Source: an optimization exercise on an open RTL-to-GDS flow (aim: a short achievable clock period and few clock cycles). Production flows keep margins and buffers that such runs may drop.
Function was checked by simulation only, so behaviour that the tests miss may differ from the original.
Power is estimated from default activity; no workload was simulated.

===== design/flow/design.v =====
package mips_pkg;
    typedef logic [31:0] word_t;
    typedef logic [4:0]  reg_addr_t;
    typedef enum logic [5:0] {
        OP_SPECIAL = 6'h00,
        OP_J       = 6'h02,
        OP_BEQ     = 6'h04,
        OP_BNE     = 6'h05,
        OP_ADDIU   = 6'h09,
        OP_LW      = 6'h23,
        OP_SW      = 6'h2b
    } opcode_e;
    typedef enum logic [5:0] {
        FN_ADDU = 6'h21,
        FN_SUBU = 6'h23,
        FN_AND  = 6'h24,
        FN_OR   = 6'h25,
        FN_SLT  = 6'h2a
    } funct_e;
    typedef enum logic [2:0] {
        ALU_ADD,
        ALU_SUB,
        ALU_AND,
        ALU_OR,
        ALU_SLT
    } alu_op_e;
    localparam reg_addr_t REG_LINK = 5'd28;
    typedef struct packed {
        logic      en;
        reg_addr_t addr;
        word_t     data;
    } rf_write_t;
    typedef struct packed {
        logic  valid;
        word_t pc4;
        word_t instr;
    } if_id_t;
    typedef struct packed {
        logic      valid;
        alu_op_e   alu_op;
        logic      b_is_imm;
        word_t     rs_data;
        word_t     rt_data;
        word_t     imm;
        reg_addr_t dest;
        logic      wr_en;
        logic      mem_rd;
        logic      mem_wr;
    } id_ex_t;
    typedef struct packed {
        word_t     alu_data;
        word_t     store_data;
        reg_addr_t dest;
        logic      wr_en;
        logic      mem_rd;
        logic      mem_wr;
    } ex_mem_t;
endpackage
`timescale 1ns/1ps
module ks_add #(
    parameter integer W = 32
) (
    input  logic [W-1:0] a,
    input  logic [W-1:0] b,
    input  logic         cin,
    output logic [W-1:0] sum,
    output logic         cout
);
    localparam integer L = $clog2(W);
    logic [W-1:0] p0;
    logic [W:0]   gl [L+1];
    logic [W:0]   pl [L+1];
    assign p0 = a ^ b;
    assign gl[0] = {a & b, cin};
    assign pl[0] = {p0, 1'b0};
    genvar lv, i;
    generate
        for (lv = 0; lv < L; lv++) begin : g_lvl
            for (i = 0; i <= W; i++) begin : g_bit
                if (i >= (1 << lv)) begin : g_op
                    assign gl[lv+1][i] = gl[lv][i] | (pl[lv][i] & gl[lv][i-(1<<lv)]);
                    assign pl[lv+1][i] = pl[lv][i] & pl[lv][i-(1<<lv)];
                end else begin : g_pass
                    assign gl[lv+1][i] = gl[lv][i];
                    assign pl[lv+1][i] = pl[lv][i];
                end
            end
        end
    endgenerate
    assign sum  = p0 ^ gl[L][W-1:0];
    assign cout = gl[L][W];
endmodule
`timescale 1ns/1ps
module cpu #(
    parameter mips_pkg::word_t RESET_PC   = 32'h0040_0000,
    parameter integer          DMEM_WORDS = 64
) (
    input  logic                clk,
    input  logic                arst_n,
    input  logic                ena,
    input  mips_pkg::word_t     instr,
    output mips_pkg::word_t     pc,
    output mips_pkg::rf_write_t wb,
    output mips_pkg::word_t     reg28
);
    localparam integer ADDR_W = $clog2(DMEM_WORDS);
    logic [31:2] pc_q;
    logic        x_valid;
    logic [31:0] x_rs_val;
    logic [31:0] x_rt_val;
    logic        x_fwd1_rs;
    logic        x_fwd1_rt;
    logic [15:0] x_imm;
    logic [4:0]  x_dest;
    logic        x_wr;
    logic        x_b_imm;
    logic        x_sub;
    logic        x_and;
    logic        x_or;
    logic        x_slt;
    logic        x_ld;
    logic        x_st;
    logic        x_br;
    logic        x_bne;
    logic        x_pred;
    logic [31:2] x_alt;
    logic [5:0]  x_idx;
    logic [ADDR_W-1:0] x_word;
    logic        w_en;
    logic [4:0]  w_addr;
    logic [31:0] w_data;
    logic [63:0] bh_seen;
    logic [63:0] bh_taken;
    logic [31:0] regs [1:31];
    logic [31:0] dmem [DMEM_WORDS];
    logic [5:0]  f_op;
    logic [5:0]  f_fn;
    logic [4:0]  f_rs;
    logic [4:0]  f_rt;
    logic [4:0]  f_rd;
    logic [31:2] f_pc4;
    logic [31:2] f_br_tgt;
    logic [31:2] f_j_tgt;
    logic        f_is_j;
    logic        f_is_br;
    logic        f_static;
    logic        f_seen;
    logic        f_last;
    logic        f_pred;
    logic [31:2] f_next;
    logic [31:2] f_alt;
    logic        f_rtype;
    logic        f_wr;
    logic [4:0]  f_dest;
    logic [31:0] f_rs_rf;
    logic [31:0] f_rt_rf;
    logic [31:0] f_rs_val;
    logic [31:0] f_rt_val;
    logic [7:0]  f_ea;
    logic        f_mem;
    logic        f_agi;
    logic        x_mispredict;
    logic [31:0] x_res;
    logic        x_wen;
    logic        x_taken;
    assign f_op = instr[31:26];
    assign f_fn = instr[5:0];
    assign f_rs = instr[25:21];
    assign f_rt = instr[20:16];
    assign f_rd = instr[15:11];
    ks_add #(.W(30)) pc4_add (.a(pc_q), .b(30'd0), .cin(1'b1), .sum(f_pc4), .cout());
    logic [15:0] f_lo;
    logic        f_lo_c;
    logic [13:0] f_hi;
    logic [13:0] f_hi_p1;
    logic [13:0] f_hi_m1;
    ks_add #(.W(14)) hi_inc (.a(pc_q[31:18]), .b(14'd0), .cin(1'b1), .sum(f_hi_p1), .cout());
    ks_add #(.W(14)) hi_dec (.a(pc_q[31:18]), .b(14'h3fff), .cin(1'b0), .sum(f_hi_m1), .cout());
    ks_add #(.W(16)) lo_add (.a(pc_q[17:2]), .b(instr[15:0]), .cin(1'b1), .sum(f_lo), .cout(f_lo_c));
    always_comb begin
        case ({instr[15], f_lo_c})
            2'b01:   f_hi = f_hi_p1;
            2'b10:   f_hi = f_hi_m1;
            default: f_hi = pc_q[31:18];
        endcase
    end
    assign f_br_tgt = {f_hi, f_lo};
    assign f_j_tgt  = {f_pc4[31:28], instr[25:0]};
    assign f_is_j   = (f_op == 6'h02);
    assign f_is_br  = (f_op == 6'h04) || (f_op == 6'h05);
    assign f_static = instr[15] || f_op[0];
    assign f_seen   = bh_seen[pc_q[7:2]];
    assign f_last   = bh_taken[pc_q[7:2]];
    assign f_pred   = f_is_j || (f_is_br && (f_seen ? f_last : f_static));
    assign f_next = f_pred ? (f_is_j ? f_j_tgt : f_br_tgt) : f_pc4;
    assign f_alt  = f_pred ? f_pc4 : f_br_tgt;
    assign f_rtype = (f_op == 6'h00) &&
                     (f_fn == 6'h21 || f_fn == 6'h23 || f_fn == 6'h24 ||
                      f_fn == 6'h25 || f_fn == 6'h2a);
    assign f_dest  = f_rtype ? f_rd : f_rt;
    assign f_wr    = (f_rtype || f_op == 6'h09 || f_op == 6'h23) && (f_dest != 5'd0);
    always_comb begin
        f_rs_rf = '0;
        f_rt_rf = '0;
        for (int i = 1; i < 32; i++) begin
            f_rs_rf = f_rs_rf | ({32{f_rs == 5'(i)}} & regs[i]);
            f_rt_rf = f_rt_rf | ({32{f_rt == 5'(i)}} & regs[i]);
        end
    end
    assign f_rs_val = (w_en && w_addr == f_rs) ? w_data : f_rs_rf;
    assign f_rt_val = (w_en && w_addr == f_rt) ? w_data : f_rt_rf;
    ks_add #(.W(8)) ea_add (.a(f_rs_val[7:0]), .b(instr[7:0]), .cin(1'b0), .sum(f_ea), .cout());
    assign f_mem = (f_op == 6'h23) || (f_op == 6'h2b);
    assign f_agi = f_mem && x_wen && (x_dest == f_rs);
    always_ff @(posedge clk or negedge arst_n) begin
        if (!arst_n) begin
            pc_q <= RESET_PC[31:2];
        end else if (ena) begin
            if (x_mispredict)
                pc_q <= x_alt;
            else if (!f_agi)
                pc_q <= f_next;
        end
    end
    always_ff @(posedge clk or negedge arst_n) begin
        if (!arst_n) begin
            x_valid   <= 1'b0;
            x_rs_val  <= '0;
            x_rt_val  <= '0;
            x_fwd1_rs <= 1'b0;
            x_fwd1_rt <= 1'b0;
            x_imm     <= '0;
            x_dest    <= '0;
            x_wr      <= 1'b0;
            x_b_imm   <= 1'b0;
            x_sub     <= 1'b0;
            x_and     <= 1'b0;
            x_or      <= 1'b0;
            x_slt     <= 1'b0;
            x_ld      <= 1'b0;
            x_st      <= 1'b0;
            x_br      <= 1'b0;
            x_bne     <= 1'b0;
            x_pred    <= 1'b0;
            x_alt     <= '0;
            x_idx     <= '0;
            x_word    <= '0;
        end else if (ena) begin
            x_valid   <= !x_mispredict && !f_agi;
            x_rs_val  <= f_rs_val;
            x_rt_val  <= f_rt_val;
            x_fwd1_rs <= x_wen && (x_dest == f_rs);
            x_fwd1_rt <= x_wen && (x_dest == f_rt);
            x_imm     <= instr[15:0];
            x_dest    <= f_dest;
            x_wr      <= f_wr;
            x_b_imm   <= (f_op != 6'h00);
            x_sub     <= (f_op == 6'h00) && (f_fn == 6'h23 || f_fn == 6'h2a);
            x_and     <= (f_op == 6'h00) && (f_fn == 6'h24);
            x_or      <= (f_op == 6'h00) && (f_fn == 6'h25);
            x_slt     <= (f_op == 6'h00) && (f_fn == 6'h2a);
            x_ld      <= (f_op == 6'h23);
            x_st      <= (f_op == 6'h2b);
            x_br      <= f_is_br;
            x_bne     <= f_op[0];
            x_pred    <= f_pred;
            x_alt     <= f_alt;
            x_idx     <= pc_q[7:2];
            x_word    <= f_ea[ADDR_W+1:2];
        end
    end
    logic [31:0] x_a;
    logic [31:0] x_rt;
    logic [31:0] x_b;
    logic [31:0] x_sum;
    logic        x_lt;
    logic [31:0] x_alu;
    logic [DMEM_WORDS-1:0] x_sel;
    logic [31:0] x_load;
    logic        x_eq;
    assign x_a  = x_fwd1_rs ? w_data : x_rs_val;
    assign x_rt = x_fwd1_rt ? w_data : x_rt_val;
    assign x_b  = x_b_imm ? {{16{x_imm[15]}}, x_imm} : x_rt;
    ks_add #(.W(32)) alu_add (.a(x_a), .b(x_sub ? ~x_b : x_b), .cin(x_sub), .sum(x_sum), .cout());
    assign x_lt = (x_a[31] ^ x_b[31]) ? x_a[31] : x_sum[31];
    always_comb begin
        if (x_and)      x_alu = x_a & x_b;
        else if (x_or)  x_alu = x_a | x_b;
        else if (x_slt) x_alu = {31'd0, x_lt};
        else            x_alu = x_sum;
    end
    always_comb begin
        x_load = '0;
        for (int k = 0; k < DMEM_WORDS; k++) begin
            x_sel[k] = (x_word == ADDR_W'(k));
            x_load   = x_load | ({32{x_sel[k]}} & dmem[k]);
        end
    end
    assign x_res = x_ld ? x_load : x_alu;
    assign x_wen = x_valid && x_wr;
    assign x_eq         = (x_a == x_rt);
    assign x_taken      = x_bne ? !x_eq : x_eq;
    assign x_mispredict = x_valid && x_br && (x_taken != x_pred);
    always_ff @(posedge clk) begin
        for (int k = 0; k < DMEM_WORDS; k++) begin
            if (ena && x_valid && x_st && x_sel[k]) begin
                dmem[k] <= x_rt;
            end
        end
    end
    always_ff @(posedge clk or negedge arst_n) begin
        if (!arst_n) begin
            bh_seen  <= '0;
            bh_taken <= '0;
        end else if (ena && x_valid && x_br) begin
            bh_seen[x_idx]  <= 1'b1;
            bh_taken[x_idx] <= x_taken;
        end
    end
    always_ff @(posedge clk or negedge arst_n) begin
        if (!arst_n) begin
            w_en    <= 1'b0;
            w_addr  <= '0;
            w_data  <= '0;
        end else if (ena) begin
            w_en    <= x_wen;
            w_addr  <= x_dest;
            w_data  <= x_res;
        end
    end
    always_ff @(posedge clk or negedge arst_n) begin
        if (!arst_n) begin
            for (int i = 1; i < 32; i++) begin
                regs[i] <= '0;
            end
        end else if (ena && w_en) begin
            regs[w_addr] <= w_data;
        end
    end
    assign pc       = {pc_q, 2'b00};
    assign wb.en    = w_en && ena;
    assign wb.addr  = w_addr;
    assign wb.data  = w_data;
    assign reg28    = regs[mips_pkg::REG_LINK];
endmodule

===== design/flow/run.sh =====
#!/bin/bash
# synth_recipe.tcl (not shown) runs the flow's synth.tcl, then flattens the netlist and writes it again
# the make line also repeats each setting of config.mk as NAME=value (left out here)
make -C /OpenROAD-flow-scripts/flow DESIGN_CONFIG=/design/flow/config.mk WORK_HOME=/design/flow/orfs CLKGATE_MAP_FILE= SYNTH_SCRIPT=/design/flow/synth_recipe.tcl finish

===== design/flow/config.mk =====
export PLATFORM = sky130hd
export DESIGN_NAME = cpu
export DESIGN_NICKNAME = cpu
export VERILOG_FILES = /design/flow/design.v
export SDC_FILE = /design/flow/constraint.sdc
export NUM_CORES = 4
export LEC_CHECK = 0
export ABC_CLOCK_PERIOD_IN_PS = 4000
export CAP_MARGIN = 20
export CELL_PAD_IN_SITES_DETAIL_PLACEMENT = 1
export CELL_PAD_IN_SITES_GLOBAL_PLACEMENT = 2
export CORE_MARGIN = 2
export CORE_UTILIZATION = 35
export PLACE_DENSITY = 0.5
export SETUP_SLACK_MARGIN = 5
export SLEW_MARGIN = 20

===== design/flow/constraint.sdc =====
create_clock -name core_clock -period 10.0 [get_ports {clk}]
set_input_delay 2.0000 -clock core_clock [delete_from_list [all_inputs] [get_ports {clk}]]
set_output_delay 2.0000 -clock core_clock [all_outputs]
set_load 0.01 [all_outputs]

==> impl_metrics.yaml, run 1 <==
run_status:
  status: "timing/DRC/antenna clean"
critical_path:
  cp.arrival_ns: 5.97
  required_ns: 10.87
  worstSetupEndpointType: "flop"
  cp_max_fo: 15
  crit_top_cell: "buf_4"
  critPathSlowestCell: "o211ai_1"
  worstPathCellList: "clkdlybuf4s50_1 -> buf_4 -> or2_4 -> buf_4 -> nor2_4 -> buf_4 -> buf_4 -> buf_4 -> a221oi_1 -> nand3_1 -> nor4_1 -> nand2_1 -> o211ai_1 -> o21ai_0"
  max_stage_delay_ns: 0.59
  cp-start-kind: "input port"
  crit_type: "in -> reg"
placed_design:
  port-buffer-count: 134
  gp_congestion: 0.913
  dp.cells: 15800
  dp_hpwl_um: 493000
global_route:
  grt_max_degree: 143
  grt.total_usage: 0.383
  grt_overflow: 0
  grt_antenna_before_repair: 50
  grt_pass1_vias: 109000
  grt_pass1_wl_um: 1070000
drt:
  initialDrtViolationCount: 16700
  route.detailed.wl_per_inst_um: 49.3
  via_count: 111000
  viasPerCell: 6.71
  first_pass_iters: 7
  ant_nets: 0
  drcViolationCount: 0
  wl_um: 818000
sta:
  skew_ns: 0.105
  min_period_ns: 5.10
  finalHoldViolations: 0
  finalSetupViolCount: 0
  fmaxAchievable_mhz: 196
  relSlewSlack: 0.176
  slew_violations: 0
  period_share: 0.510
  max_slew.worst_pin.slew_ns: 1.23
  finalSetupTns_ns: 0
  rsz0062_at_grt: "yes"
clocking:
  clk_latency_ns: 1.09
  cts.clk_slew.worst_paths_ns: 0.06
  clock-root-buffer: "clkbuf_16"
  cts_htree_levels: 5
  cts_max_path_buffers: 4
  holdBufCountCts: 0
  numCtsBuffers: 391
  cts_sinks: 3377
  cts_tree: "built"
final_layout:
  regArea_um2: 94800
  fin_cells: 16600
  fin_nets: 10900
  multi_input_area_um2: 48200
  syn2layout_area_growth_pct: 17.3
  n_fill_cell: 41300
  drive_gt1_frac: 0.238
logic_synthesis:
  synth_top_area_frac: 0.426
  yosysMostFrequentCell: "edfxtp_1"
  synthDistinctLibCells: 94
  syn_avg_cell_area_um2: 13.8
  synth_common_cells: "2,048 x edfxtp_1, 1,576 x a22oi_1, 1,328 x dfrtp_1, 1,031 x mux2_2, 693 x nand2_1"
  synthCells: 10500
  synth_warnings: 18
  syn_area_um2: 145000
  synth-seq-cells: 3377
  post-synth-top-area-cell: "edfxtp_1"
  async_flop_share: 0.394
  ys_seq_area_frac: 0.656
  synth_area_leaders: "edfxtp_1 43%, dfrtp_1 23%, a22oi_1 8.2%"
  synth-edff-count: 2048
  synth_ff_type: "edfxtp_1"
floorplanning:
  rows: 235
  die_height_um: 647
  die_w_um: 647
  die_area_um2: 418000
  ioPinCount: 137
  initial_core_util: 0.352
  core_area_um2: 410000
hold_path:
  min_path_type: "reg -> reg"
pwr:
  vdd_drop_max_mv: 0.151
  p_per_area_nw_per_um2: 232
  power.total_mw: 39.3
  p_leak_nw: 64.5
run:
  drv_cap: 0
==> flip-flops by register name (all words and copies together), names as in the netlist, 5 cells and up <==
register and count:
dmem 2048, regs 992, bh_seen 64, bh_taken 64
w_data 32, x_rs_val 32, x_rt_val 32, pc_q 30
x_alt 30, x_imm 16, x_idx 6, x_word 6
w_addr 5, x_dest 5
==> cells by family (layout without fill, tap and decap cells) <==
| logic type | Yosys count | in the layout | share of synthesized area |
|---|---|---|---|
| other cells | 1 | 19 | 0.0000259 |
| xor+xnor | 173 | 173 | 0.0105 |
| mux | 1176 | 1176 | 0.0936 |
| buf+inv | 967 | 1589 | 0.0266 |
| flops | 3377 | 3377 | 0.656 |
| simple gates | 2014 | 2016 | 0.0674 |
| fa+ha+maj | 66 | 66 | 0.00570 |
| compound gates | 2733 | 2733 | 0.141 |
==> power by group <==
group	leakage, nW	switching (mW)	internal [mW]
Combinational	21.5	4.97	2.26
Clock	6.14	6.22	8.27
Sequential	36.9	1.42	16.2
==> critical path, delay by kind of cell <==
kind,cells,cell delay [ns]
AO/OA/AOI/OAI,3,1.24
buffers and inverters,6,1.58
AND/OR/NAND/NOR,5,1.09
==> per-layer routing <==
layer | routed length (um) | global-route usage | share of wire
met4 | 50600 | 0.195 | 0.062
met3 | 65900 | 0.0695 | 0.081
met1 | 319000 | 0.489 | 0.39
met5 | 149 | 0 | 0.00018
met2 | 382000 | 0.625 | 0.47
==> timing repair <==
| item | 4_1_cts | 5_1_grt |
|---|---|---|
| pin swaps | 40 | 19 |
| setup buffers | 70 | 35 |
| resized for setup | 101 | 69 |
| gates cloned | 1 | 3 |
| setup endpoints to repair | 150 | 107 |
==> path summary, 6_finish.rpt <==
kind                             start      endpoint  slack [ns]  cells after the start
setup / recovery             instr[22]  x_rs_val[10]        4.90                     14
hold / removal             bh_seen[17]   bh_seen[17]        0.46                      1
setup reg to reg             x_word[3]    w_data[19]        4.97                     10
hold reg to reg            bh_seen[17]   bh_seen[17]        0.46                      1
max in group asynchronous       arst_n    w_data[21]        6.69                      3
min in group asynchronous       arst_n     x_alt[30]        0.90                      1
==> final cells by class <==
| class | count | share of cell area |
|---|---|---|
| flip-flops and latches | 3377 | 0.559 |
| multi-input cells | 6166 | 0.284 |
| clock buffers | 511 | 0.0630 |
| well taps | 5451 | 0.0402 |
| repair buffers | 751 | 0.0388 |
| clock inverters | 181 | 0.0110 |
| inverters | 146 | 0.00325 |
| diodes | 17 | 0.000251 |
==> layout by cell type (no fill, tap or decap), types with 90 or more instances in the layout <==
master           instances
inv_1                  140
buf_4                  543
clkdlybuf4s50_1        120
nor4_1                  96
nand2_1                684
dfrtp_1               1300
nor2_4                 144
nand3_1                177
xnor2_1                108
mux2i_1                100
o21ai_0                249
clkbuf_16              398
nor2_1                 231
edfxtp_1              2048
a21oi_1                133
a221oi_1               146
nor3_1                  90
nand4_1                237
a22o_1                 180
a22oi_1               1575
mux2_2                1029
==> through the flow <==
| stage | setup slack [ns] | hold WS (ns) | cell area (um^2) | util |
|---|---|---|---|---|
| after floorplan | 4.50 | 0.423 | 145000 | - |
| after global placement | 2.73 | 0.445 | 155000 | 0.378 |
| after detailed placement | 2.89 | 0.447 | 155000 | 0.379 |
| after CTS | 4.94 | 0.460 | 169000 | 0.412 |
| after global routing | 4.86 | 0.483 | 170000 | 0.413 |
| final | 4.90 | 0.460 | 170000 | 0.413 |
Testbench counts, summed over its fixed seeds: cycles 16,332.
==> run 2: changes to the inputs <==
--- a/design/flow/design.v
+++ b/design/flow/design.v
@@ -110,11 +110,12 @@
     logic [31:0] x_rt_val;
     logic        x_fwd1_rs;
     logic        x_fwd1_rt;
-    logic [15:0] x_imm;
     logic [4:0]  x_dest;
     logic        x_wr;
-    logic        x_b_imm;
+    logic [31:0] x_bv;
+    logic        x_fwd1_b;
     logic        x_sub;
+    logic        x_add;
     logic        x_and;
     logic        x_or;
     logic        x_slt;
@@ -123,7 +124,8 @@
     logic        x_br;
     logic        x_bne;
     logic        x_pred;
-    logic [31:2] x_alt;
+    logic [31:2] x_pc4;
+    logic [31:2] x_tgt;
     logic [5:0]  x_idx;
     logic [ADDR_W-1:0] x_word;
     logic        w_en;
@@ -147,8 +149,11 @@
     logic        f_seen;
     logic        f_last;
     logic        f_pred;
-    logic [31:2] f_next;
-    logic [31:2] f_alt;
+    logic [31:2] f_other;
+    logic        f_take_br;
+    logic        f_b_imm;
+    logic        f_sub;
+    logic [31:0] f_b_val;
     logic        f_rtype;
     logic        f_wr;
     logic [4:0]  f_dest;
@@ -192,8 +197,14 @@
     assign f_seen   = bh_seen[pc_q[7:2]];
     assign f_last   = bh_taken[pc_q[7:2]];
     assign f_pred   = f_is_j || (f_is_br && (f_seen ? f_last : f_static));
-    assign f_next = f_pred ? (f_is_j ? f_j_tgt : f_br_tgt) : f_pc4;
-    assign f_alt  = f_pred ? f_pc4 : f_br_tgt;
+    logic [31:2] x_alt;
+    assign f_take_br = !x_mispredict && !f_agi && f_is_br && f_pred;
+    always_comb begin
+        if (x_mispredict) f_other = x_alt;
+        else if (f_agi)   f_other = pc_q;
+        else if (f_is_j)  f_other = f_j_tgt;
+        else              f_other = f_pc4;
+    end
     assign f_rtype = (f_op == 6'h00) &&
                      (f_fn == 6'h21 || f_fn == 6'h23 || f_fn == 6'h24 ||
                       f_fn == 6'h25 || f_fn == 6'h2a);
@@ -211,15 +222,15 @@
     assign f_rt_val = (w_en && w_addr == f_rt) ? w_data : f_rt_rf;
     ks_add #(.W(8)) ea_add (.a(f_rs_val[7:0]), .b(instr[7:0]), .cin(1'b0), .sum(f_ea), .cout());
     assign f_mem = (f_op == 6'h23) || (f_op == 6'h2b);
+    assign f_b_imm = (f_op != 6'h00);
+    assign f_sub   = (f_op == 6'h00) && (f_fn == 6'h23 || f_fn == 6'h2a);
+    assign f_b_val = (f_b_imm ? {{16{instr[15]}}, instr[15:0]} : f_rt_val) ^ {32{f_sub}};
     assign f_agi = f_mem && x_wen && (x_dest == f_rs);
     always_ff @(posedge clk or negedge arst_n) begin
         if (!arst_n) begin
             pc_q <= RESET_PC[31:2];
         end else if (ena) begin
-            if (x_mispredict)
-                pc_q <= x_alt;
-            else if (!f_agi)
-                pc_q <= f_next;
+            pc_q <= f_take_br ? f_br_tgt : f_other;
         end
     end
     always_ff @(posedge clk or negedge arst_n) begin
@@ -229,11 +240,12 @@
             x_rt_val  <= '0;
             x_fwd1_rs <= 1'b0;
             x_fwd1_rt <= 1'b0;
-            x_imm     <= '0;
             x_dest    <= '0;
             x_wr      <= 1'b0;
-            x_b_imm   <= 1'b0;
+            x_bv      <= '0;
+            x_fwd1_b  <= 1'b0;
             x_sub     <= 1'b0;
+            x_add     <= 1'b0;
             x_and     <= 1'b0;
             x_or      <= 1'b0;
             x_slt     <= 1'b0;
@@ -242,7 +254,8 @@
             x_br      <= 1'b0;
             x_bne     <= 1'b0;
             x_pred    <= 1'b0;
-            x_alt     <= '0;
+            x_pc4     <= '0;
+            x_tgt     <= '0;
             x_idx     <= '0;
             x_word    <= '0;
         end else if (ena) begin
@@ -251,11 +264,13 @@
             x_rt_val  <= f_rt_val;
             x_fwd1_rs <= x_wen && (x_dest == f_rs);
             x_fwd1_rt <= x_wen && (x_dest == f_rt);
-            x_imm     <= instr[15:0];
             x_dest    <= f_dest;
             x_wr      <= f_wr;
-            x_b_imm   <= (f_op != 6'h00);
-            x_sub     <= (f_op == 6'h00) && (f_fn == 6'h23 || f_fn == 6'h2a);
+            x_bv      <= f_b_val;
+            x_fwd1_b  <= x_wen && (x_dest == f_rt) && !f_b_imm;
+            x_sub     <= f_sub;
+            x_add     <= !((f_op == 6'h00) && (f_fn == 6'h24 || f_fn == 6'h25 || f_fn == 6'h2a)) &&
+                         (f_op != 6'h23);
             x_and     <= (f_op == 6'h00) && (f_fn == 6'h24);
             x_or      <= (f_op == 6'h00) && (f_fn == 6'h25);
             x_slt     <= (f_op == 6'h00) && (f_fn == 6'h2a);
@@ -264,14 +279,15 @@
             x_br      <= f_is_br;
             x_bne     <= f_op[0];
             x_pred    <= f_pred;
-            x_alt     <= f_alt;
+            x_pc4     <= f_pc4;
+            x_tgt     <= f_br_tgt;
             x_idx     <= pc_q[7:2];
             x_word    <= f_ea[ADDR_W+1:2];
         end
     end
     logic [31:0] x_a;
     logic [31:0] x_rt;
-    logic [31:0] x_b;
+    logic [31:0] x_bx;
     logic [31:0] x_sum;
     logic        x_lt;
     logic [31:0] x_alu;
@@ -280,15 +296,14 @@
     logic        x_eq;
     assign x_a  = x_fwd1_rs ? w_data : x_rs_val;
     assign x_rt = x_fwd1_rt ? w_data : x_rt_val;
-    assign x_b  = x_b_imm ? {{16{x_imm[15]}}, x_imm} : x_rt;
-    ks_add #(.W(32)) alu_add (.a(x_a), .b(x_sub ? ~x_b : x_b), .cin(x_sub), .sum(x_sum), .cout());
-    assign x_lt = (x_a[31] ^ x_b[31]) ? x_a[31] : x_sum[31];
-    always_comb begin
-        if (x_and)      x_alu = x_a & x_b;
-        else if (x_or)  x_alu = x_a | x_b;
-        else if (x_slt) x_alu = {31'd0, x_lt};
-        else            x_alu = x_sum;
-    end
+    assign x_bx = x_fwd1_b ? (w_data ^ {32{x_sub}}) : x_bv;
+    ks_add #(.W(32)) alu_add (.a(x_a), .b(x_bx), .cin(x_sub), .sum(x_sum), .cout());
+    assign x_lt = (x_a[31] ^ x_bx[31] ^ x_sub) ? x_a[31] : x_sum[31];
+    assign x_alu = ({32{x_add}} & x_sum) |
+                   ({32{x_and}} & (x_a & x_bx)) |
+                   ({32{x_or}}  & (x_a | x_bx)) |
+                   {31'd0, x_slt & x_lt};
+    assign x_alt = x_pred ? x_pc4 : x_tgt;
     always_comb begin
         x_load = '0;
         for (int k = 0; k < DMEM_WORDS; k++) begin
@@ -296,7 +311,7 @@
             x_load   = x_load | ({32{x_sel[k]}} & dmem[k]);
         end
     end
-    assign x_res = x_ld ? x_load : x_alu;
+    assign x_res = x_alu | ({32{x_ld}} & x_load);
     assign x_wen = x_valid && x_wr;
     assign x_eq         = (x_a == x_rt);
     assign x_taken      = x_bne ? !x_eq : x_eq;
==> design/flow/flow/run.sh (new file) <==
#!/bin/bash
set -euo pipefail
bash standard.sh SETUP_SLACK_MARGIN=6.5 "BUFFER_PORTS_ARGS=-buffer_cell sky130_fd_sc_hd__buf_4" finish > standard_flow.log 2>&1
==> design/flow/standard.sh (new file) <==
#!/bin/bash
# synth_recipe.tcl (not shown) runs the flow's synth.tcl, then flattens the netlist and writes it again
# the make line also repeats each setting of config.mk as NAME=value (left out here)
make -C /OpenROAD-flow-scripts/flow DESIGN_CONFIG=/design/flow/config.mk WORK_HOME=/design/flow/orfs CLKGATE_MAP_FILE= SYNTH_SCRIPT=/design/flow/synth_recipe.tcl "${@:-finish}"
--- a/design/flow/config.mk
+++ b/design/flow/config.mk
@@ -5,7 +5,7 @@
 export SDC_FILE = /design/flow/constraint.sdc
 export NUM_CORES = 4
 export LEC_CHECK = 0
-export ABC_CLOCK_PERIOD_IN_PS = 4000
+export ABC_CLOCK_PERIOD_IN_PS = 1000
 export CAP_MARGIN = 20
 export CELL_PAD_IN_SITES_DETAIL_PLACEMENT = 1
 export CELL_PAD_IN_SITES_GLOBAL_PLACEMENT = 2
removed: design/flow/run.sh
==> run 2 against run 1 <==
  * Final cell count grew 6.4%
  * Still clean on timing, DRC and antenna
  * Critical endpoint is now x_rs_val[9]
  * Critical path type unchanged
  * Worst setup slack gained 0.71 ns
  * Clock skew grew 0.018 ns
  * Largest power group unchanged
  * Power grew 10%
  * Synthesized area grew 1.3%
  * Via count grew 7.9%
  * Largest cell class unchanged
  * Highest routed layer unchanged
==> impl_metrics.yaml, run 2 <==
logic_synthesis:
  async_flop_share: 0.402
  syn_avg_cell_area_um2: 14.1
  synthCells: 10400
  synth_warnings: 18
  synth_ff_type: "edfxtp_1"
  synth-edff-count: 2048
  yosysMostFrequentCell: "edfxtp_1"
  synth_area_leaders: "edfxtp_1 42%, dfrtp_1 24%, mux2_2 8.5%"
  syn_area_um2: 146000
  ys_seq_area_frac: 0.655
  synth_top_area_frac: 0.420
  synth_common_cells: "2,048 x edfxtp_1, 1,375 x dfrtp_1, 1,102 x mux2_2, 866 x a22oi_1, 694 x clkbuf_1"
  synth-seq-cells: 3424
  post-synth-top-area-cell: "edfxtp_1"
  synthDistinctLibCells: 90
floorplanning:
  rows: 237
  ioPinCount: 137
  initial_core_util: 0.351
  die_height_um: 651
  die_w_um: 651
  die_area_um2: 424000
  core_area_um2: 417000
global_route:
  use_met1: 0.527
  grt_max_degree: 140
  grt_pass1_wl_um: 1180000
  top_usage_layer: "met2"
  grt_antenna_before_repair: 70
  grt.total_usage: 0.421
  grt.met2_usage: 0.654
  use_met3: 0.0927
  grt_pass1_vias: 116000
  grt_overflow: 0
clocking:
  clk_latency_ns: 1.08
  cts_max_path_buffers: 4
  cts.clk_slew.worst_paths_ns: 0.06
  clock-root-buffer: "clkbuf_16"
  holdBufCountCts: 0
  cts_tree: "built"
  cts_sinks: 3424
  cts_htree_levels: 5
  numCtsBuffers: 398
sta:
  fmaxAchievable_mhz: 228
  finalHoldViolations: 0
  finalSetupViolCount: 0
  max_slew.worst_pin.slew_ns: 1.27
  skew_ns: 0.124
  slew_violations: 0
  whs_ns: 0.462
  finalSetupTns_ns: 0
  period_share: 0.439
  min_period_ns: 4.39
  relSlewSlack: 0.156
  rsz0062_at_grt: "yes"
drt:
  via_count: 120000
  drcViolationCount: 0
  first_pass_iters: 9
  ant_nets: 0
  viasPerCell: 6.80
  route.detailed.wl_per_inst_um: 52.4
  wl_um: 926000
  initialDrtViolationCount: 18100
placed_design:
  port-buffer-count: 134
  gp_congestion: 0.940
  placed_area_um2: 159000
  dp_hpwl_um: 484000
critical_path:
  cp_max_fo: 63
  critPathSlowestCell: "buf_4"
  r2r-end: "pc_q[14]"
  crit_top_cell: "buf_6"
  required_ns: 10.87
  cp.arrival_ns: 5.26
  crit_type: "in -> reg"
  r2r_start: "x_rt_val[17]"
  worstSetupEndpointType: "flop"
  worstPathCellList: "buf_16 -> buf_4 -> buf_6 -> buf_6 -> o221ai_1 -> o21ai_1"
  crit_end: "x_rs_val[9]"
  critPathLaunch: "ena"
  rr_worst_depth: 14
  rrSetupSlack_ns: 5.73
  max_stage_delay_ns: 0.84
  cp-start-kind: "input port"
hold_path:
  worst_hold_startpoint: "bh_seen[48]"
  min_path_type: "reg -> reg"
  min_path_cells: 1
final_layout:
  final_area_um2: 195000
  top_register: "dmem"
  final_common_cell: "edfxtp_1"
  syn2layout_area_growth_pct: 33.5
  drive_gt1_frac: 0.399
  largestRegisters: "dmem x2048, regs x992"
  final_cell_mix: "2,048 x edfxtp_1, 1,271 x dfrtp_1, 1,042 x mux2_2"
  largest_reg_flops: 2048
  fin_nets: 11900
pwr:
  p_per_area_nw_per_um2: 222
  p_leak_nw: 76.1
  vdd_drop_max_mv: 0.216
run:
  drv_cap: 0
run_status:
  status: "timing/DRC/antenna clean"
## run 2: changes by cell type after synthesis, sizes merged, moves of 64 or more
cell | before | now
a22oi | 1576 | 866
a221oi | 146 | 543
buf | 192 | 128
nand2 | 693 | 315
clkbuf | 629 | 694
a22o | 180 | 547
a21oi | 136 | 230
nor4 | 109 | 34
## run 2: critical path, delay by kind of cell
| kind | cells | cell delay, ns |
|---|---|---|
| buf+inv | 4 | 2.16 |
| compound gates | 2 | 0.92 |
## run 2: final cells by class
cell class | instances | area (um^2)
sequential | 3424 | 96100
multi-input combinational | 5954 | 55400
timing repair buffer | 1859 | 23500
clock inverter | 202 | 1930
antenna | 40 | 100
inverter | 158 | 632
fill | 40100 | 221000
tap | 5497 | 6880
clock buffer | 532 | 10900
timing repair inverter | 2 | 27.5
## run 2: kinds of logic (layout without fill, tap and decap cells)
logic type                 after synthesis  count (layout)  share of synthesized area
AOI/OAI and AO/OA                     2789            2789                      0.147
xor gates and xnor gates               209             209                     0.0125
adders and majority gates               97              97                    0.00834
buffers and inverters                  980            2753                     0.0257
DFF                                   3424            3424                      0.655
muxes                                 1236            1236                     0.0968
other                                    1              42                  0.0000256
and+or+nand+nor                       1618            1621                     0.0546
## run 2: where the power goes
part	leakage, nW	switching, mW	internal (mW)
logic	32.6	6.71	4.19
clock network	6.28	6.43	8.36
registers	37.3	1.24	16.4
## run 2: layer usage
metal,part of all wire,wire [um]
met2,0.45,414000
met1,0.38,348000
met5,0.00021,192
met3,0.093,86300
met4,0.083,77300
## run 2: through the flow
step	total power, mW	setup WS, ns	util	cells
5_1_grt	44.2	5.61	0.469	17600
6_report	43.4	5.61	0.469	17700
3_3_place_gp	25.1	2.62	0.380	15700
2_1_floorplan	21.2	4.97	-	10400
4_1_cts	42.5	5.63	0.456	17400
3_5_place_dp	25.2	2.88	0.381	15700
## run 2: how the worst min path moves through the flow
| stage | to | slack, ns |
|---|---|---|
| finish | bh_seen[48] | 0.46 |
| global route | bh_seen[23] | 0.48 |
| CTS | bh_seen[54] | 0.46 |
| detailed placement | bh_seen[18] | 0.45 |
| global placement | bh_seen[34] | 0.44 |
| floorplan | bh_seen[18] | 0.43 |
## run 2: what timing repair did
action,CTS,global route
resized for setup,1738,603
cloned,94,19
endpoints found under the setup margin,2401,493
pin swaps,444,392
setup buffers,855,248
Testbench counts of run 2, summed over its fixed seeds: cycles 16,332.
==> run 3: changes to the inputs <==
--- a/design/flow/design.v
+++ b/design/flow/design.v
@@ -196,7 +196,12 @@
     assign f_static = instr[15] || f_op[0];
     assign f_seen   = bh_seen[pc_q[7:2]];
     assign f_last   = bh_taken[pc_q[7:2]];
-    assign f_pred   = f_is_j || (f_is_br && (f_seen ? f_last : f_static));
+    logic x_zero;
+    logic f_fz;
+    assign f_fz     = x_wen && x_add &&
+                      (((f_rs == x_dest) && (f_rt == 5'd0)) || ((f_rt == x_dest) && (f_rs == 5'd0)));
+    assign f_pred   = f_is_j || (f_is_br && (f_fz ? (x_zero ^ f_op[0]) :
+                                             f_seen ? f_last : f_static));
     logic [31:2] x_alt;
     assign f_take_br = !x_mispredict && !f_agi && f_is_br && f_pred;
     always_comb begin
@@ -299,6 +304,7 @@
     assign x_bx = x_fwd1_b ? (w_data ^ {32{x_sub}}) : x_bv;
     ks_add #(.W(32)) alu_add (.a(x_a), .b(x_bx), .cin(x_sub), .sum(x_sum), .cout());
     assign x_lt = (x_a[31] ^ x_bx[31] ^ x_sub) ? x_a[31] : x_sum[31];
+    assign x_zero = &((x_a ^ x_bx) ~^ {x_a[30:0] | x_bx[30:0], x_sub});
     assign x_alu = ({32{x_add}} & x_sum) |
                    ({32{x_and}} & (x_a & x_bx)) |
                    ({32{x_or}}  & (x_a | x_bx)) |
==> run 3 against run 2 <==
  * Worst setup slack worse by 0.076 ns
  * Largest cell class unchanged
  * Highest routed layer unchanged
  * Flip-flop and latch count unchanged
  * Synthesized cell count up 1.2%
  * Via count up 0.95%
  * Synthesized area up 0.40%
  * Largest power group unchanged
  * Worst hold slack better by 0.0030 ns
  * Non-clock buffer count up 82
  * Global-route usage down 0.29 points
  * Die area up 0.40%
  * Critical endpoint is now x_word[4]
  * Fmax down 1.7%
  * Critical path type unchanged
  * Routed wire length down 0.28%
  * Clock-buffer cell count up 29
==> impl_metrics.yaml, run 3 <==
drt:
  viasPerCell: 6.78
  via_count: 121000
  drcViolationCount: 0
  initialDrtViolationCount: 19600
  first_pass_iters: 8
  route.detailed.wl_per_inst_um: 51.6
  wl_um: 923000
  ant_nets: 0
placed_design:
  gp_congestion: 0.909
  dp_hpwl_um: 478000
  port-buffer-count: 134
  placed_area_um2: 159000
logic_synthesis:
  synthDistinctLibCells: 89
  syn_avg_cell_area_um2: 14.0
  syn_area_um2: 147000
  synth_common_cells: "2,048 x edfxtp_1, 1,375 x dfrtp_1, 1,139 x mux2_2, 998 x a22oi_1, 708 x clkbuf_1"
  synth_area_leaders: "edfxtp_1 42%, dfrtp_1 23%, mux2_2 8.7%"
  async_flop_share: 0.402
  yosysMostFrequentCell: "edfxtp_1"
  synthCells: 10500
  synth-edff-count: 2048
  synth_ff_type: "edfxtp_1"
  post-synth-top-area-cell: "edfxtp_1"
  ys_seq_area_frac: 0.653
  synth_top_area_frac: 0.418
  synth-seq-cells: 3424
  synth_warnings: 18
global_route:
  grt_pass1_vias: 117000
  grt_antenna_before_repair: 64
  grt_overflow: 0
  grt.total_usage: 0.418
  grt_max_degree: 145
  grt_pass1_wl_um: 1180000
final_layout:
  largest_reg_flops: 2048
  multi_input_area_um2: 56200
  syn2layout_area_growth_pct: 34.2
  final_cell_mix: "2,048 x edfxtp_1, 1,273 x dfrtp_1, 1,062 x mux2_2"
  n_fill_cell: 40300
  regArea_um2: 96100
  drive_gt1_frac: 0.400
  final_area_um2: 197000
  top_register: "dmem"
  final_common_cell: "edfxtp_1"
  largestRegisters: "dmem x2048, regs x992"
  fin_nets: 12100
pwr:
  switching_share: 0.324
  pwr-share-seq: 0.412
  p_int_mw: 29.1
  clock_power_share: 0.341
  power.total_mw: 43.1
  p_per_area_nw_per_um2: 219
  p_leak_nw: 76.8
  switching_power_mw: 14.0
  combPwrFrac: 0.247
  vdd_drop_max_mv: 0.179
critical_path:
  cp.arrival_ns: 5.32
  required_ns: 10.86
  r2r_start: "x_word[0]"
  r2r-end: "w_data[30]"
  worstPathCellList: "buf_16 -> buf_8 -> or3_4 -> nor2_4 -> buf_6 -> a221oi_2 -> nand4_1 -> nor3_4 -> a21oi_4 -> ha_4 -> and3b_2 -> a2111oi_4 -> o31a_1 -> o21ai_2 -> and3_1 -> o31ai_2"
  cp-start-kind: "input port"
  critPathLaunch: "instr[24]"
  crit_type: "in -> reg"
  rr_worst_depth: 16
  critical_path_buf_inv_count: 3
  critPathSlowestCell: "or3_4"
  worstSetupEndpointType: "flop"
  crit_family: "compound AO/OA/AOI/OAI gates"
  rrSetupSlack_ns: 5.75
  cp_max_fo: 10
  max_stage_delay_ns: 0.40
clocking:
  clock-root-buffer: "clkbuf_16"
  clk_latency_ns: 1.06
  cts_max_path_buffers: 4
  numCtsBuffers: 397
  cts.clk_slew.worst_paths_ns: 0.07
  cts_sinks: 3424
  holdBufCountCts: 0
  cts_htree_levels: 5
  cts_tree: "built"
run_status:
  status: "timing/DRC/antenna clean"
sta:
  slew_violations: 0
  skew_ns: 0.117
  finalSetupTns_ns: 0
  max_slew.worst_pin.slew_ns: 1.26
  finalSetupViolCount: 0
  whs_ns: 0.465
  relSlewSlack: 0.159
  period_share: 0.447
  finalHoldViolations: 0
  min_period_ns: 4.47
  fmaxAchievable_mhz: 224
  rsz0062_at_grt: "yes"
hold_path:
  min_to: "bh_seen[42]"
  min_path_type: "reg -> reg"
  min_path_cells: 1
  worst_hold_startpoint: "bh_seen[42]"
floorplanning:
  die_height_um: 652
  ioPinCount: 137
  die_area_um2: 425000
  core_area_um2: 419000
  rows: 238
  die_w_um: 652
  initial_core_util: 0.351
run:
  drv_cap: 0
[run 3: routing by layer]
metal  global-route usage  share of wire  vias to the layer above
met2                0.643           0.44                     8759
met4                0.283          0.084                       27
met5              0.00758        0.00041                        -
li1                     -              -                    44700
met1                0.525           0.37                    65200
met3               0.0973           0.10                     2701
[run 3: cells by family (layout without fill, tap and decap cells)]
kind of cell / count (synthesis) / in the layout / synth area share
muxes: 1284 / 1284 / 0.0993
and+or+nand+nor: 1752 / 1753 / 0.0591
DFF: 3424 / 3424 / 0.653
buffers and inverters: 979 / 2817 / 0.0257
adders and majority gates: 97 / 97 / 0.00831
other: 1 / 47 / 0.0000255
AOI/OAI and AO/OA: 2700 / 2700 / 0.140
xor gates and xnor gates: 245 / 245 / 0.0146
[run 3: layout make-up]
class / instances / share of cell area
Sequential cell: 3424 / 0.487
Multi-Input combinational cell: 6081 / 0.285
Timing Repair Buffer: 1941 / 0.124
Clock buffer: 561 / 0.0567
Tap cell: 5520 / 0.0350
Clock inverter: 174 / 0.00805
Inverter: 141 / 0.00286
Antenna cell: 45 / 0.000571
[run 3: worst max-delay path by stage]
stage                     slack (ns)        end  depth (start not counted)
after global placement          3.11  x_word[4]                         16
final                           5.53  x_word[4]                         16
after global routing            5.43  x_word[4]                         14
after detailed placement        3.21  x_word[4]                         15
after CTS                       5.63     wb[37]                          4
after floorplan                 5.17  x_word[4]                         15
[run 3: per-stage QoR]
stage	worst slack, ns	cells	utilization
2_1_floorplan	5.17	10500	-
3_3_place_gp	3.11	15800	0.380
6_report	5.53	17900	0.470
4_1_cts	5.63	17500	0.455
3_5_place_dp	3.21	15800	0.380
5_1_grt	5.43	17900	0.470
[run 3: power groups by stage]
| stage | logic, mW | registers, mW | clock network [mW] |
|---|---|---|---|
| 4_1_cts | 9.83 | 17.7 | 14.8 |
| 5_1_grt | 10.9 | 17.8 | 15.3 |
| 2_1_floorplan | 3.86 | 17.4 | 0 |
| 3_5_place_dp | 6.73 | 18.2 | 0 |
| 3_3_place_gp | 6.59 | 18.2 | 0 |
| 6_report | 10.6 | 17.8 | 14.7 |
[run 3: what timing repair did]
action | 4_1_cts | 5_1_grt
pin swaps | 433 | 398
resized for setup | 1840 | 648
endpoints found under the hold margin | 0 | 0
setup endpoints to repair | 3022 | 715
buffers inserted | 891 | 313
cloned | 78 | 20
Testbench counts of run 3, summed over its fixed seeds: cycles 16,049.
==> run 4: changes to the inputs <==
--- a/design/flow/design.v
+++ b/design/flow/design.v
@@ -134,6 +134,8 @@
     logic [63:0] bh_seen;
     logic [63:0] bh_taken;
     logic [31:0] regs [1:31];
+    logic [31:0] rnz;
+    logic        w_nz;
     logic [31:0] dmem [DMEM_WORDS];
     logic [5:0]  f_op;
     logic [5:0]  f_fn;
@@ -198,9 +200,19 @@
     assign f_last   = bh_taken[pc_q[7:2]];
     logic x_zero;
     logic f_fz;
-    assign f_fz     = x_wen && x_add &&
+    assign f_fz     = x_wen && x_add && !x_fwd1_b &&
                       (((f_rs == x_dest) && (f_rt == 5'd0)) || ((f_rt == x_dest) && (f_rs == 5'd0)));
-    assign f_pred   = f_is_j || (f_is_br && (f_fz ? (x_zero ^ f_op[0]) :
+    logic f_same;
+    logic f_z0;
+    logic [4:0] f_other_reg;
+    logic f_nz;
+    assign f_same      = (f_rs == f_rt);
+    assign f_other_reg = (f_rt == 5'd0) ? f_rs : f_rt;
+    assign f_z0        = ((f_rs == 5'd0) || (f_rt == 5'd0)) && !(x_wen && (x_dest == f_other_reg));
+    assign f_nz        = (w_en && (w_addr == f_other_reg)) ? w_nz : rnz[f_other_reg];
+    assign f_pred   = f_is_j || (f_is_br && (f_same ? !f_op[0] :
+                                             f_fz   ? (x_zero ^ f_op[0]) :
+                                             f_z0   ? (f_nz ~^ f_op[0]) :
                                              f_seen ? f_last : f_static));
     logic [31:2] x_alt;
     assign f_take_br = !x_mispredict && !f_agi && f_is_br && f_pred;
@@ -304,7 +316,11 @@
     assign x_bx = x_fwd1_b ? (w_data ^ {32{x_sub}}) : x_bv;
     ks_add #(.W(32)) alu_add (.a(x_a), .b(x_bx), .cin(x_sub), .sum(x_sum), .cout());
     assign x_lt = (x_a[31] ^ x_bx[31] ^ x_sub) ? x_a[31] : x_sum[31];
-    assign x_zero = &((x_a ^ x_bx) ~^ {x_a[30:0] | x_bx[30:0], x_sub});
+    logic x_zero_rf;
+    logic x_zero_w;
+    assign x_zero_rf = &((x_rs_val ^ x_bv) ~^ {x_rs_val[30:0] | x_bv[30:0], x_sub});
+    assign x_zero_w  = &((w_data ^ x_bv) ~^ {w_data[30:0] | x_bv[30:0], x_sub});
+    assign x_zero    = x_fwd1_rs ? x_zero_w : x_zero_rf;
     assign x_alu = ({32{x_add}} & x_sum) |
                    ({32{x_and}} & (x_a & x_bx)) |
                    ({32{x_or}}  & (x_a | x_bx)) |
@@ -358,6 +374,14 @@
             regs[w_addr] <= w_data;
         end
     end
+    assign w_nz = |w_data;
+    always_ff @(posedge clk or negedge arst_n) begin
+        if (!arst_n) begin
+            rnz <= '0;
+        end else if (ena && w_en) begin
+            rnz[w_addr] <= w_nz;
+        end
+    end
     assign pc       = {pc_q, 2'b00};
     assign wb.en    = w_en && ena;
     assign wb.addr  = w_addr;
==> design/flow/flow/run.sh (replaced) <==
#!/bin/bash
set -euo pipefail
here=$(pwd)
bash standard.sh SETUP_SLACK_MARGIN=6.5 "BUFFER_PORTS_ARGS=-buffer_cell sky130_fd_sc_hd__buf_4" \
    "PRE_IO_PLACEMENT_TCL=$here/flow/io.tcl" finish > standard_flow.log 2>&1
==> design/flow/flow/io.tcl (new file) <==
# keep the ena input next to wb[37], whose enable it gates directly
set_io_pin_constraint -group -order -pin_names {ena wb[37]}
==> run 4 against run 3 <==
  * Critical path type unchanged
  * Synthesized cell count rose by 2.9%
  * Still clean
  * Clock skew fell by 0.028 ns
  * Largest cell class unchanged
  * Critical path depth did not move
  * Non-clock buffer count rose by 37
  * Routed wire length rose by 0.16%
==> impl_metrics.yaml, run 4 <==
final_layout:
  drive_gt1_frac: 0.381
  final_cell_mix: "2,048 x edfxtp_1, 1,303 x dfrtp_1, 1,074 x buf_4"
  multi_input_area_um2: 57800
  largest_reg_flops: 2048
  fin_nets: 12500
  final_common_cell: "edfxtp_1"
  largestRegisters: "dmem x2048, regs x992"
  syn2layout_area_growth_pct: 33.3
  regArea_um2: 96900
  fin_util: 0.468
  fin_cells: 18400
  n_fill_cell: 41300
  top_register: "dmem"
logic_synthesis:
  post-synth-top-area-cell: "edfxtp_1"
  yosysMostFrequentCell: "edfxtp_1"
  synth_ff_type: "edfxtp_1"
  synth-seq-cells: 3456
  synth-edff-count: 2048
  syn_area_um2: 150000
  synth_common_cells: "2,048 x edfxtp_1, 1,407 x dfrtp_1, 997 x mux2_2, 716 x clkbuf_1, 708 x a22o_1"
  synthCells: 10800
  syn_avg_cell_area_um2: 13.9
  synth_warnings: 18
  async_flop_share: 0.407
  synthDistinctLibCells: 93
  ys_seq_area_frac: 0.645
  synth_top_area_frac: 0.410
  synth_area_leaders: "edfxtp_1 41%, dfrtp_1 23%, mux2_2 7.5%"
sta:
  finalSetupTns_ns: 0
  min_period_ns: 4.39
  fmaxAchievable_mhz: 228
  max_slew.worst_pin.slew_ns: 1.15
  finalHoldViolations: 0
  finalSetupViolCount: 0
  relSlewSlack: 0.230
  period_share: 0.439
  slew_violations: 0
  skew_ns: 0.0888
  rsz0062_at_grt: "yes"
drt:
  drcViolationCount: 0
  wl_um: 925000
  ant_nets: 0
  route.detailed.wl_per_inst_um: 50.3
  viasPerCell: 6.71
  via_count: 123000
  initialDrtViolationCount: 18100
  first_pass_iters: 8
critical_path:
  critical_path_buf_inv_count: 4
  critPathSlowestCell: "nor3_4"
  rr_worst_depth: 17
  cp_max_fo: 15
  cp-start-kind: "input port"
  worstSetupEndpointType: "flop"
  r2r-end: "pc_q[30]"
  worstPathCellList: "buf_16 -> nand2b_4 -> buf_4 -> nor2_4 -> buf_12 -> a22o_1 -> a221oi_2 -> nand4_1 -> nor3_4 -> a21oi_4 -> ha_4 -> nand3_4 -> o211ai_1 -> buf_4 -> nor2_2 -> mux2_4"
  r2r_start: "x_fwd1_rt"
  crit_family: "simple AND/OR/NAND/NOR gates"
  rrSetupSlack_ns: 5.77
  required_ns: 10.86
  crit_type: "in -> reg"
  cp.arrival_ns: 5.25
  max_stage_delay_ns: 0.53
  crit_top_cell: "buf_4"
floorplanning:
  core_area_um2: 427000
  ioPinCount: 137
  die_w_um: 658
  die_area_um2: 433000
  rows: 240
  die_height_um: 658
  initial_core_util: 0.351
global_route:
  grt.total_usage: 0.410
  grt_max_degree: 154
  grt_pass1_wl_um: 1190000
  grt_overflow: 0
  grt_antenna_before_repair: 67
  grt_pass1_vias: 120000
clocking:
  clk_latency_ns: 1.05
  clock-root-buffer: "clkbuf_16"
  cts_sinks: 3456
  cts_htree_levels: 5
  cts.clk_slew.worst_paths_ns: 0.06
  cts_max_path_buffers: 4
  numCtsBuffers: 397
  holdBufCountCts: 0
  cts_tree: "built"
hold_path:
  worst_hold_startpoint: "bh_seen[21]"
  min_path_cells: 1
  min_path_type: "reg -> reg"
  min_to: "bh_seen[21]"
pwr:
  vdd_drop_max_mv: 0.154
  p_per_area_nw_per_um2: 233
  p_leak_nw: 78.0
run_status:
  status: "timing/DRC/antenna clean"
placed_design:
  dp.cells: 16300
  port-buffer-count: 134
  gp_congestion: 0.922
  dp_hpwl_um: 501000
run:
  drv_cap: 0
[run 4: cell count changes in the layout (fill, tap and decap cells not counted), sizes merged, moves of 67 or more]
cell	before	now
a22o	461	708
ha	96	163
nand3	318	199
a22oi	998	609
mux2	1141	1017
xnor2	129	232
o21ai	215	312
a221oi	472	686
[run 4: cell type report]
cell class / instances / area share
multi-input cells: 6283 / 0.289
repair buffers: 1978 / 0.121
clock inverters: 179 / 0.00881
well taps: 5687 / 0.0356
flip-flops and latches: 3456 / 0.485
clock buffers: 547 / 0.0552
diodes: 31 / 0.000388
inverters: 215 / 0.00453
[run 4: power by group]
part	total, mW	internal, mW	switching, mW
Sequential	18.7	17.0	1.70
Clock	14.8	8.43	6.37
Combinational	13.1	5.10	7.97
[run 4: metal layers]
| layer | GRT usage | share of wire |
|---|---|---|
| met3 | 0.0852 | 0.091 |
| met5 | 0 | 0.00013 |
| met1 | 0.516 | 0.38 |
| met4 | 0.269 | 0.085 |
| met2 | 0.641 | 0.45 |
[run 4: worst max path at each step]
stage / slack (ns) / endpoint / from / cells after the start
floorplan: 5.09 / pc_q[31] / instr[5] / 19
global placement: 3.05 / x_word[5] / instr[23] / 14
detailed placement: 3.06 / x_word[4] / instr[25] / 15
CTS: 5.61 / wb[37] / ena / 4
global route: 5.60 / pc_q[31] / instr[5] / 19
finish: 5.61 / x_word[2] / instr[23] / 16
[run 4: worst register-to-register path, cell delays in order (launching register included)]
cell and delay (ns):
dfrtp_4 0.54, buf_4 0.17, buf_6 0.09, bufbuf_16 0.25, buf_4 0.13, o2111ai_2 0.24, o22ai_1 0.41, a31oi_4 0.23
a2111oi_2 0.25, and4_4 0.37, xnor3_1 0.24, nor2_4 0.06, buf_12 0.15, nor3_4 0.21, buf_12 0.18, buf_16 0.17
mux2_4 0.33, o21ai_2 0.14
[run 4: repair_timing]
| action | 4_1_cts | 5_1_grt |
|---|---|---|
| gates cloned | 92 | 21 |
| setup endpoints to repair | 1798 | 767 |
| gates resized for setup | 1814 | 513 |
| buffers inserted | 910 | 346 |
| pin swaps | 462 | 377 |
[run 4: metrics by stage]
step / cell area, um^2 / setup slack, ns / total power [mW] / hold WS (ns)
5_1_grt: 200000 / 5.60 / 47.6 / 0.477
6_report: 200000 / 5.61 / 46.6 / 0.466
4_1_cts: 194000 / 5.61 / 45.5 / 0.468
3_3_place_gp: 162000 / 3.05 / 27.6 / 0.445
3_5_place_dp: 162000 / 3.06 / 27.8 / 0.450
2_1_floorplan: 153000 / 5.09 / 22.8 / 0.429
[run 4: cells by family after synthesis]
kind of cell,synth area share
other cells,0.0000250
compound gates,0.149
fa+ha+maj,0.0137
simple gates,0.0558
flops,0.645
xor+xnor,0.0174
mux,0.0911
buf+inv,0.0271
Testbench counts of run 4, summed over its fixed seeds: cycles 15,925.
==> run 5: changes to the inputs <==
--- a/design/flow/design.v
+++ b/design/flow/design.v
@@ -127,8 +127,9 @@
     logic [31:2] x_pc4;
     logic [31:2] x_tgt;
     logic [5:0]  x_idx;
-    logic [ADDR_W-1:0] x_word;
+    logic [DMEM_WORDS-1:0] x_sel;
     logic        w_en;
+    logic [31:1] w_we;
     logic [4:0]  w_addr;
     logic [31:0] w_data;
     logic [63:0] bh_seen;
@@ -163,7 +164,7 @@
     logic [31:0] f_rt_rf;
     logic [31:0] f_rs_val;
     logic [31:0] f_rt_val;
-    logic [7:0]  f_ea;
+    logic [DMEM_WORDS-1:0] f_sel;
     logic        f_mem;
     logic        f_agi;
     logic        x_mispredict;
@@ -204,12 +205,18 @@
                       (((f_rs == x_dest) && (f_rt == 5'd0)) || ((f_rt == x_dest) && (f_rs == 5'd0)));
     logic f_same;
     logic f_z0;
-    logic [4:0] f_other_reg;
     logic f_nz;
-    assign f_same      = (f_rs == f_rt);
-    assign f_other_reg = (f_rt == 5'd0) ? f_rs : f_rt;
-    assign f_z0        = ((f_rs == 5'd0) || (f_rt == 5'd0)) && !(x_wen && (x_dest == f_other_reg));
-    assign f_nz        = (w_en && (w_addr == f_other_reg)) ? w_nz : rnz[f_other_reg];
+    logic f_nz_rs;
+    logic f_nz_rt;
+    logic f_x_rs;
+    logic f_x_rt;
+    assign f_same  = (f_rs == f_rt);
+    assign f_x_rs  = x_wen && (x_dest == f_rs);
+    assign f_x_rt  = x_wen && (x_dest == f_rt);
+    assign f_nz_rs = (w_en && (w_addr == f_rs)) ? w_nz : rnz[f_rs];
+    assign f_nz_rt = (w_en && (w_addr == f_rt)) ? w_nz : rnz[f_rt];
+    assign f_z0    = (f_rt == 5'd0) ? !f_x_rs : ((f_rs == 5'd0) && !f_x_rt);
+    assign f_nz    = (f_rt == 5'd0) ? f_nz_rs : f_nz_rt;
     assign f_pred   = f_is_j || (f_is_br && (f_same ? !f_op[0] :
                                              f_fz   ? (x_zero ^ f_op[0]) :
                                              f_z0   ? (f_nz ~^ f_op[0]) :
@@ -237,7 +244,30 @@
     end
     assign f_rs_val = (w_en && w_addr == f_rs) ? w_data : f_rs_rf;
     assign f_rt_val = (w_en && w_addr == f_rt) ? w_data : f_rt_rf;
-    ks_add #(.W(8)) ea_add (.a(f_rs_val[7:0]), .b(instr[7:0]), .cin(1'b0), .sum(f_ea), .cout());
+    logic [7:0] f_ba;
+    logic [7:0] f_bb;
+    logic       f_c2;
+    logic [7:0] f_x;
+    logic [7:0] f_g;
+    logic [7:0] f_o;
+    assign f_ba = f_rs_val[7:0];
+    assign f_bb = instr[7:0];
+    assign f_x  = f_ba ^ f_bb;
+    assign f_g  = f_ba & f_bb;
+    assign f_o  = f_ba | f_bb;
+    assign f_c2 = f_g[1] | (f_o[1] & f_g[0]);
+    always_comb begin
+        for (int k = 0; k < DMEM_WORDS; k++) begin
+            logic [5:0] kk;
+            logic       m;
+            kk = 6'(k);
+            m  = ((f_x[2] ^ kk[0]) == f_c2);
+            for (int i = 3; i < 8; i++) begin
+                m = m && ((f_x[i] ^ kk[i-2]) == (kk[i-3] ? f_g[i-1] : f_o[i-1]));
+            end
+            f_sel[k] = m;
+        end
+    end
     assign f_mem = (f_op == 6'h23) || (f_op == 6'h2b);
     assign f_b_imm = (f_op != 6'h00);
     assign f_sub   = (f_op == 6'h00) && (f_fn == 6'h23 || f_fn == 6'h2a);
@@ -274,7 +304,7 @@
             x_pc4     <= '0;
             x_tgt     <= '0;
             x_idx     <= '0;
-            x_word    <= '0;
+            x_sel     <= '0;
         end else if (ena) begin
             x_valid   <= !x_mispredict && !f_agi;
             x_rs_val  <= f_rs_val;
@@ -299,7 +329,7 @@
             x_pc4     <= f_pc4;
             x_tgt     <= f_br_tgt;
             x_idx     <= pc_q[7:2];
-            x_word    <= f_ea[ADDR_W+1:2];
+            x_sel     <= f_sel;
         end
     end
     logic [31:0] x_a;
@@ -308,7 +338,6 @@
     logic [31:0] x_sum;
     logic        x_lt;
     logic [31:0] x_alu;
-    logic [DMEM_WORDS-1:0] x_sel;
     logic [31:0] x_load;
     logic        x_eq;
     assign x_a  = x_fwd1_rs ? w_data : x_rs_val;
@@ -329,7 +358,6 @@
     always_comb begin
         x_load = '0;
         for (int k = 0; k < DMEM_WORDS; k++) begin
-            x_sel[k] = (x_word == ADDR_W'(k));
             x_load   = x_load | ({32{x_sel[k]}} & dmem[k]);
         end
     end
@@ -359,10 +387,14 @@
             w_en    <= 1'b0;
             w_addr  <= '0;
             w_data  <= '0;
+            w_we    <= '0;
         end else if (ena) begin
             w_en    <= x_wen;
             w_addr  <= x_dest;
             w_data  <= x_res;
+            for (int i = 1; i < 32; i++) begin
+                w_we[i] <= x_wen && (x_dest == 5'(i));
+            end
         end
     end
     always_ff @(posedge clk or negedge arst_n) begin
@@ -370,16 +402,24 @@
             for (int i = 1; i < 32; i++) begin
                 regs[i] <= '0;
             end
-        end else if (ena && w_en) begin
-            regs[w_addr] <= w_data;
+        end else begin
+            for (int i = 1; i < 32; i++) begin
+                if (ena && w_we[i]) begin
+                    regs[i] <= w_data;
+                end
+            end
         end
     end
     assign w_nz = |w_data;
     always_ff @(posedge clk or negedge arst_n) begin
         if (!arst_n) begin
             rnz <= '0;
-        end else if (ena && w_en) begin
-            rnz[w_addr] <= w_nz;
+        end else begin
+            for (int i = 1; i < 32; i++) begin
+                if (ena && w_we[i]) begin
+                    rnz[i] <= w_nz;
+                end
+            end
         end
     end
     assign pc       = {pc_q, 2'b00};
==> run 5 against run 4 <==
  * Non-clock buffer count fell by 510
  * Synthesized area increased by 1.3%
  * Sequential power is 4% lower
  * Clock power barely moved
  * Worst hold slack worse by 0.0033 ns
  * Critical path depth is 12 lower
  * Critical path type is now in -> out
  * Largest power group unchanged
==> impl_metrics.yaml, run 5 <==
run_status:
  status: "timing/DRC/antenna clean"
sta:
  min_period_ns: 4.47
  finalSetupTns_ns: 0
  max_slew.worst_pin.slew_ns: 1.25
  rsz0062_at_grt: "yes"
  finalSetupViolCount: 0
  skew_ns: 0.119
  relSlewSlack: 0.159
  slew_violations: 0
  finalHoldViolations: 0
  period_share: 0.447
  fmaxAchievable_mhz: 224
logic_synthesis:
  synth_compound_area_frac: 0.184
  synth-seq-cells: 3544
  yosysMostFrequentCell: "edfxtp_1"
  synth_area_leaders: "edfxtp_1 40%, dfrtp_1 25%, o21ai_0 3.9%"
  synth_top_family_by_area: "compound AO/OA/AOI/OAI gates"
  syn_area_um2: 152000
  synth_ff_type: "edfxtp_1"
  synth_mux_area_frac: 0.0248
  yosys.area_share.simple: 0.0769
  synth_warnings: 15
  synthCells: 12000
  ys_seq_area_frac: 0.651
  synth_common_cells: "2,048 x edfxtp_1, 1,495 x dfrtp_1, 1,296 x nand2_1, 1,195 x o21ai_0, 849 x clkbuf_1"
  synth_fa_ha_area_frac: 0.0135
  synth-edff-count: 2048
  async_flop_share: 0.422
  synthDistinctLibCells: 105
  post-synth-top-area-cell: "edfxtp_1"
  synth_xor_area_frac: 0.0172
  syn_avg_cell_area_um2: 12.6
  synth_top_area_frac: 0.405
floorplanning:
  ioPinCount: 137
  initial_core_util: 0.352
  rows: 241
  core_area_um2: 432000
  die_height_um: 663
  die_w_um: 663
  die_area_um2: 439000
clocking:
  cts_sinks: 3544
  numCtsBuffers: 399
  cts.clk_slew.worst_paths_ns: 0.05
  clk_latency_ns: 1.07
  clock-root-buffer: "clkbuf_16"
  cts_tree: "built"
  cts_htree_levels: 5
  cts_max_path_buffers: 4
pwr:
  power.total_mw: 41.9
  vdd_drop_max_mv: 0.197
  p_per_area_nw_per_um2: 216
  p_leak_nw: 73.3
global_route:
  grt_overflow: 0
  grt_antenna_before_repair: 45
  grt_pass1_wl_um: 1210000
  grt_max_degree: 135
  grt.total_usage: 0.410
  grt_pass1_vias: 124000
placed_design:
  port-buffer-count: 134
  gp_congestion: 0.941
  dp.cells: 17300
  dp_hpwl_um: 541000
drt:
  first_pass_iters: 12
  viasPerCell: 6.70
  initialDrtViolationCount: 18500
  route.detailed.wl_per_inst_um: 49.0
  ant_nets: 0
  drcViolationCount: 0
  wl_um: 928000
  via_count: 127000
final_layout:
  final_cell_mix: "2,048 x edfxtp_1, 1,333 x dfrtp_1, 1,214 x nand2_1"
  fin_nets: 13100
  n_fill_cell: 43000
  fin_cells: 18900
  largest_reg_flops: 2048
  largestRegisters: "dmem x2048, regs x992"
  syn2layout_area_growth_pct: 27.4
  drive_gt1_frac: 0.266
  final_common_cell: "edfxtp_1"
  top_register: "dmem"
critical_path:
  cp_max_fo: 3
  cp-start-kind: "input port"
  crit_type: "in -> out"
  worstSetupEndpointType: "output pin"
  critPathSlowestCell: "nor2_4"
  worstPathCellList: "buf_16 -> inv_16 -> nor2_4 -> buf_6"
  max_stage_delay_ns: 0.16
  cp.arrival_ns: 2.47
  required_ns: 8.00
run:
  drv_cap: 0
hold_path:
  min_path_type: "reg -> reg"
## run 5: changes by cell type after synthesis, moves of 88 or more
cell | before | now
o21ai_0 | 280 | 1195
nand2_1 | 396 | 1296
mux2_2 | 997 | 161
clkbuf_1 | 716 | 849
a22oi_1 | 609 | 737
nor2_1 | 467 | 339
a22o_1 | 708 | 595
o2bb2ai_1 | 1 | 102
dfrtp_1 | 1407 | 1495
## run 5: what timing repair did
| item | in CTS | in global routing |
|---|---|---|
| endpoints found under the setup margin | 2988 | 667 |
| hold buffers | 0 | 0 |
| cloned | 65 | 11 |
| pin swaps | 429 | 417 |
| setup buffers | 635 | 181 |
| resized for setup | 1618 | 505 |
## run 5: cells by family after synthesis
group / count (synthesis)
buffers and inverters: 1268
xor gates and xnor gates: 297
and+or+nand+nor: 2546
DFF: 3544
adders and majority gates: 164
other: 1
AOI/OAI and AO/OA: 3925
muxes: 298
## run 5: layout make-up
cell class | count | area [um^2] | area share
repair buffers | 1468 | 17300 | 0.0892
flip-flops and latches | 3544 | 99200 | 0.513
well taps | 5710 | 7140 | 0.0369
clock inverters | 167 | 1690 | 0.00873
clock buffers | 563 | 11100 | 0.0576
repair inverters | 5 | 38.8 | 0.000201
multi-input cells | 7245 | 56000 | 0.289
inverters | 224 | 906 | 0.00468
diodes | 20 | 50.0 | 0.000259
## run 5: metal layers
layer | GRT usage | wire length, um
met1 | 0.529 | 361000
met2 | 0.643 | 419000
met3 | 0.0714 | 76800
met4 | 0.255 | 72000
met5 | 0 | 135
## run 5: metrics by stage
step / util / hold slack, ns / area (um^2) / worst slack (ns)
2_1_floorplan: - / 0.426 / 155000 / 5.21
3_3_place_gp: 0.375 / 0.441 / 162000 / 2.94
3_5_place_dp: 0.375 / 0.447 / 162000 / 2.83
4_1_cts: 0.438 / 0.465 / 189000 / 5.51
5_1_grt: 0.448 / 0.478 / 193000 / 5.54
6_report: 0.448 / 0.463 / 193000 / 5.53
## run 5: path summary, 6_finish.rpt
path,end,startpoint,slack [ns],cells after the start
worst max register to register,pc_q[29],x_fwd1_rs,5.77,15
max in group asynchronous,x_sel[10],arst_n,6.97,3
worst min-delay path,bh_seen[52],bh_seen[52],0.46,1
worst min register to register,bh_seen[52],bh_seen[52],0.46,1
min in group asynchronous,regs[28][14],arst_n,0.91,1
worst max-delay path,wb[37],ena,5.53,4
## run 5: critical path: cells and delay by family
kind	cells	cell delay (ns)
buf+inv	3	0.28
simple gates	1	0.16
## run 5: report_power, final
| group | internal (mW) | total [mW] | switching, mW |
|---|---|---|---|
| clock network | 8.38 | 14.9 | 6.49 |
| logic | 3.02 | 8.94 | 5.93 |
| registers | 16.7 | 18.0 | 1.31 |
Testbench counts of run 5, summed over its fixed seeds: cycles 15,925.

-- what the ideal ports hide --
How much do the figures lean on ideal ports? The routed layouts below were timed once more, with nothing changed but the port constraints. Step 1: set_driving_cell puts a clkbuf_16 on clk and a buf_2 on each other input, an assumption about the parent block. Step 2 also shifts input and output timing later by t, the mid clock arrival at the registers, as if the neighbouring blocks saw the same clock. a / b / c = ideal / step 1 / step 2; a / b = the first two.
| run | t, ns | slack for setup (ns) | worst slew at a driven data input, ns |
|---|---|---|---|
| run 1 | 1.132 | 4.900 / 4.882 / 3.830 | 0.18 |
| run 2 | 1.157 | 5.610 / 5.414 / 4.257 | 0.47 |
| run 3 | 1.124 | 5.534 / 5.451 / 4.416 | 0.23 |
| run 4 | 1.127 | 5.611 / 5.525 / 4.399 | 0.24 |
| run 5 | 1.150 | 5.529 / 5.413 / 4.399 | 0.35 |
After both steps every run listed still meets setup and hold. For run 2, which loses most, drivers alone change the setup slack by -0.196 ns; drivers and shift together by -1.353 ns.
